What follows belongs to an exercise in optimizing a design on an open flow for small area, a short achievable clock period and few clock cycles per item; a production flow would make more cautious choices.
Where RTL was checked, it was by simulation tests only, not by an equivalence proof against the original.

==> build 65: inputs <==
## ring_fifo_with_counters
module ring_fifo_with_counters (
   input  logic                          clock,
   input  logic                          reset,
   input  logic                          csr_wr_en,
   input  logic [rfc_pkg::CAP_W-1:0]     csr_wr_data,
   input  logic                          req_valid,
   output logic                          req_stall,
   input  logic                          req_op,
   input  logic [rfc_pkg::DATA_W-1:0]    req_data_in,
   output logic                          rsp_valid,
   input  logic                          rsp_stall,
   output logic                          rsp_status,
   output logic [rfc_pkg::DATA_W-1:0]    rsp_data_out,
   output logic                          rsp_is_empty,
   output logic                          rsp_is_full,
   output logic [rfc_pkg::OCC_W-1:0]     rsp_occupancy,
   output logic [rfc_pkg::STAT_W-1:0]    rsp_enqueue_count,
   output logic [rfc_pkg::STAT_W-1:0]    rsp_enqueue_full_count,
   output logic [rfc_pkg::STAT_W-1:0]    rsp_dequeue_count,
   output logic [rfc_pkg::STAT_W-1:0]    rsp_dequeue_empty_count
);
clock: 4.0 ns
lec_check: 0
abc_clock_period_in_ps: 2200
cap_margin: 20
core_margin: 2
core_utilization: 65
setup_slack_margin: 1.9
slew_margin: 20
standard.sh (not shown) runs the stock make flow with config.mk's settings and CLKGATE_MAP_FILE= SYNTH_SCRIPT=/design/flow/synth_recipe.tcl, a recipe that flattens the netlist after the stock synthesis.
==> flow/flow/run.sh <==
#!/bin/bash
# Own layout flow: the standard ORFS layout (standard.sh), except that the
# ports are buffered with a plain buffer cell instead of the resizer's default
# pick (a slow delay cell).
set -euo pipefail
export BUFFER_PORTS_ARGS="-buffer_cell sky130_fd_sc_hd__buf_2"
bash standard.sh > flow_make.log 2>&1
==> build 91: changes against build 65 <==
--- a/flow/design.v
+++ b/flow/design.v
@@ -43,27 +43,22 @@
    parameter int ADDR_W = 4
 ) (
    input  logic              clock,
    input  logic              wr_en,
    input  logic [ADDR_W-1:0] wr_addr,
    input  logic [WIDTH-1:0]  wr_data,
-   input  logic [DEPTH-1:0]  rd_sel,
+   input  logic [ADDR_W-1:0] rd_addr,
    output logic [WIDTH-1:0]  rd_data
 );
    logic [WIDTH-1:0] mem_ff [DEPTH];
    always_ff @(posedge clock) begin
       if (wr_en) begin
          mem_ff[wr_addr] <= wr_data;
       end
    end
-   always_comb begin
-      rd_data = '0;
-      for (int i = 0; i < DEPTH; i++) begin
-         rd_data |= mem_ff[i] & {WIDTH{rd_sel[i]}};
-      end
-   end
+   assign rd_data = mem_ff[rd_addr];
 endmodule
 module rfc_stats (
    input  logic                         clock,
    input  logic                         reset,
    input  rfc_pkg::stat_evt_type        evt,
    output logic [rfc_pkg::STAT_W-1:0]   enq_ok_cnt,
@@ -74,15 +69,13 @@
    logic [rfc_pkg::STAT_W-1:0] enq_ok_ff;
    logic [rfc_pkg::STAT_W-1:0] enq_full_ff;
    logic [rfc_pkg::STAT_W-1:0] deq_ok_ff;
    logic [rfc_pkg::STAT_W-1:0] deq_empty_ff;
    function automatic logic [rfc_pkg::STAT_W-1:0] sat_inc(
       input logic [rfc_pkg::STAT_W-1:0] v);
-      logic [rfc_pkg::STAT_W:0] s;
-      s = {1'b0, v} + (rfc_pkg::STAT_W+1)'(1);
-      sat_inc = s[rfc_pkg::STAT_W-1:0] | {rfc_pkg::STAT_W{s[rfc_pkg::STAT_W]}};
+      sat_inc = (v != '1) ? v + rfc_pkg::STAT_W'(1) : v;
    endfunction
    always_ff @(posedge clock) begin
       if (reset || evt.clear) begin
          enq_ok_ff    <= '0;
          enq_full_ff  <= '0;
          deq_ok_ff    <= '0;
@@ -119,13 +112,13 @@
    output logic [rfc_pkg::STAT_W-1:0]    rsp_enqueue_full_count,
    output logic [rfc_pkg::STAT_W-1:0]    rsp_dequeue_count,
    output logic [rfc_pkg::STAT_W-1:0]    rsp_dequeue_empty_count
 );
    logic [rfc_pkg::CNT_W-1:0]       cap_ff;      
    logic [rfc_pkg::PTR_W-1:0]       wptr_ff;
-   logic [rfc_pkg::DEPTH-1:0]       rsel_ff;     
+   logic [rfc_pkg::PTR_W-1:0]       rptr_ff;
    logic [rfc_pkg::CNT_W-1:0]       fill_ff;
    logic                            empty_ff;
    logic                            full_ff;
    logic                            rsp_valid_ff;
    logic                            status_ff;
    logic [rfc_pkg::DATA_W-1:0]      data_ff;
@@ -151,29 +144,29 @@
       if (evt.deq_ok) fill_in = fill_ff - rfc_pkg::CNT_W'(1);
    end
    always_ff @(posedge clock) begin
       if (reset) begin
          cap_ff       <= rfc_pkg::CNT_W'(rfc_pkg::DEPTH);
          wptr_ff      <= '0;
-         rsel_ff      <= rfc_pkg::DEPTH'(1);
+         rptr_ff      <= '0;
          fill_ff      <= '0;
          empty_ff     <= 1'b1;
          full_ff      <= 1'b0;
          rsp_valid_ff <= 1'b0;
       end else if (csr_wr_en) begin
          cap_ff       <= rfc_pkg::eff_cap(csr_wr_data);
          wptr_ff      <= '0;
-         rsel_ff      <= rfc_pkg::DEPTH'(1);
+         rptr_ff      <= '0;
          fill_ff      <= '0;
          empty_ff     <= 1'b1;
          full_ff      <= 1'b0;
          rsp_valid_ff <= 1'b0;
       end else begin
          rsp_valid_ff <= accept || req_stall;
          if (evt.enq_ok) wptr_ff <= wptr_ff + rfc_pkg::PTR_W'(1);
-         if (evt.deq_ok) rsel_ff <= {rsel_ff[rfc_pkg::DEPTH-2:0], rsel_ff[rfc_pkg::DEPTH-1]};
+         if (evt.deq_ok) rptr_ff <= rptr_ff + rfc_pkg::PTR_W'(1);
          fill_ff  <= fill_in;
          empty_ff <= (fill_in == '0);
          full_ff  <= (fill_in == cap_ff);
       end
    end
    always_ff @(posedge clock) begin
@@ -188,13 +181,13 @@
       .ADDR_W (rfc_pkg::PTR_W)
    ) u_ram (
       .clock   (clock),
       .wr_en   (!fill_ff[rfc_pkg::CNT_W-1]),
       .wr_addr (wptr_ff),
       .wr_data (req_data_in[rfc_pkg::ELEM_WIDTH-1:0]),
-      .rd_sel  (rsel_ff),
+      .rd_addr (rptr_ff),
       .rd_data (rd_data)
    );
    rfc_stats u_stats (
       .clock         (clock),
       .reset         (reset),
       .evt           (evt),
==> flow/run.sh (new file) <==
#!/bin/bash
# synth_recipe.tcl (not shown) runs the flow's synth.tcl, then flattens the netlist and writes it again
# the make line also repeats each setting of config.mk as NAME=value (left out here)
make -C /OpenROAD-flow-scripts/flow DESIGN_CONFIG=/design/flow/config.mk WORK_HOME=/design/flow/orfs CLKGATE_MAP_FILE= SYNTH_SCRIPT=/design/flow/synth_recipe.tcl finish
- CORE_UTILIZATION: 65 -> 40
- SETUP_SLACK_MARGIN: 1.9 -> 1.6
removed: flow/flow/run.sh
removed: flow/standard.sh
==> trial 18: changes against build 65 <==
- CORE_UTILIZATION: 65 -> 58
- CTS_CLUSTER_DIAMETER: unset -> 70
- CTS_CLUSTER_SIZE: unset -> 35
- SETUP_SLACK_MARGIN: 1.9 -> 2.0
==> results.txt <==
| metric | trial 18 | build 91 | build 65 |
|---|---|---|---|
| Final design utilization | 68.40% | 49.52% | 77.40% |
| #MultiIn Comb | 1,008 | 929 | 1,004 |
| Number of cells traversed by the worst register-to-register path | 4 | 5 | 5 |
| Tcrit/Tclk final | 51.81% | 62.09% | 51.71% |
| DP Wirelength | 38.90 mm | 40.29 mm | 36.66 mm |
| Fraction of area in non-clock buffers | 5.595% | 7.967% | 5.162% |
| Post-synthesis xor/xnor area fraction | 3.721% | 0.9431% | 3.721% |
| Number of standard cells in the layout, taps in and fillers out | 2,686 | 2,989 | 2,656 |
| Fraction of the mapped netlist area in compound gates | 12.47% | 5.083% | 12.47% |
| Max-slew headroom at the worst pin | 43.24% | 39.88% | 18.96% |
| Critical register-to-register path startpoint | rsel_ff[2]$_SDFFE_PP0P_ | rptr_ff[0]$_SDFFE_PP0P_ | full_ff$_SDFF_PP0_ |
| Clock tree sinks | 706 | 694 | 706 |
| Result of the run | finished clean | finished clean | finished clean |
Testbench counts of build 65, summed over its fixed seeds: cycles 14,424, items 14,400.
Testbench counts of trial 18, summed over its fixed seeds: cycles 14,424, items 14,400.
The RTL of build 91 was laid out without a check of its function.

==> separate check: timing with driven ports <==
Ports are ideal in the flow. The routed layouts listed here were re-timed in OpenROAD.
Step 1: set_driving_cell puts a clkbuf_16 on clock and a buf_2 on each other input, an assumption about the parent block.
Step 2 moves the port delays by t, midway between the first and last clock arrival at a register: inputs arrive t later, outputs are due t later. That takes back most of the time a late clock gives input paths.
a / b / c = ideal ports / drivers / drivers and shift; a / b = the first two.
run | t (ns) | slack for setup (ns) | worst hold slack (ns)
build 65 | 0.639 | 1.932 / 1.875 / 1.311 | 0.465 / 0.431 / 0.508
build 91 | 0.678 | 1.517 / 1.453 / 1.162 | 0.461 / 0.432 / 0.488
trial 18 | 0.644 | 1.927 / 1.869 / 1.437 | 0.474 / 0.438 / 0.483
After both steps setup and hold are still met in every run listed. For build 65, which loses most, drivers alone change the setup slack by -0.057 ns; drivers and shift together by -0.621 ns.
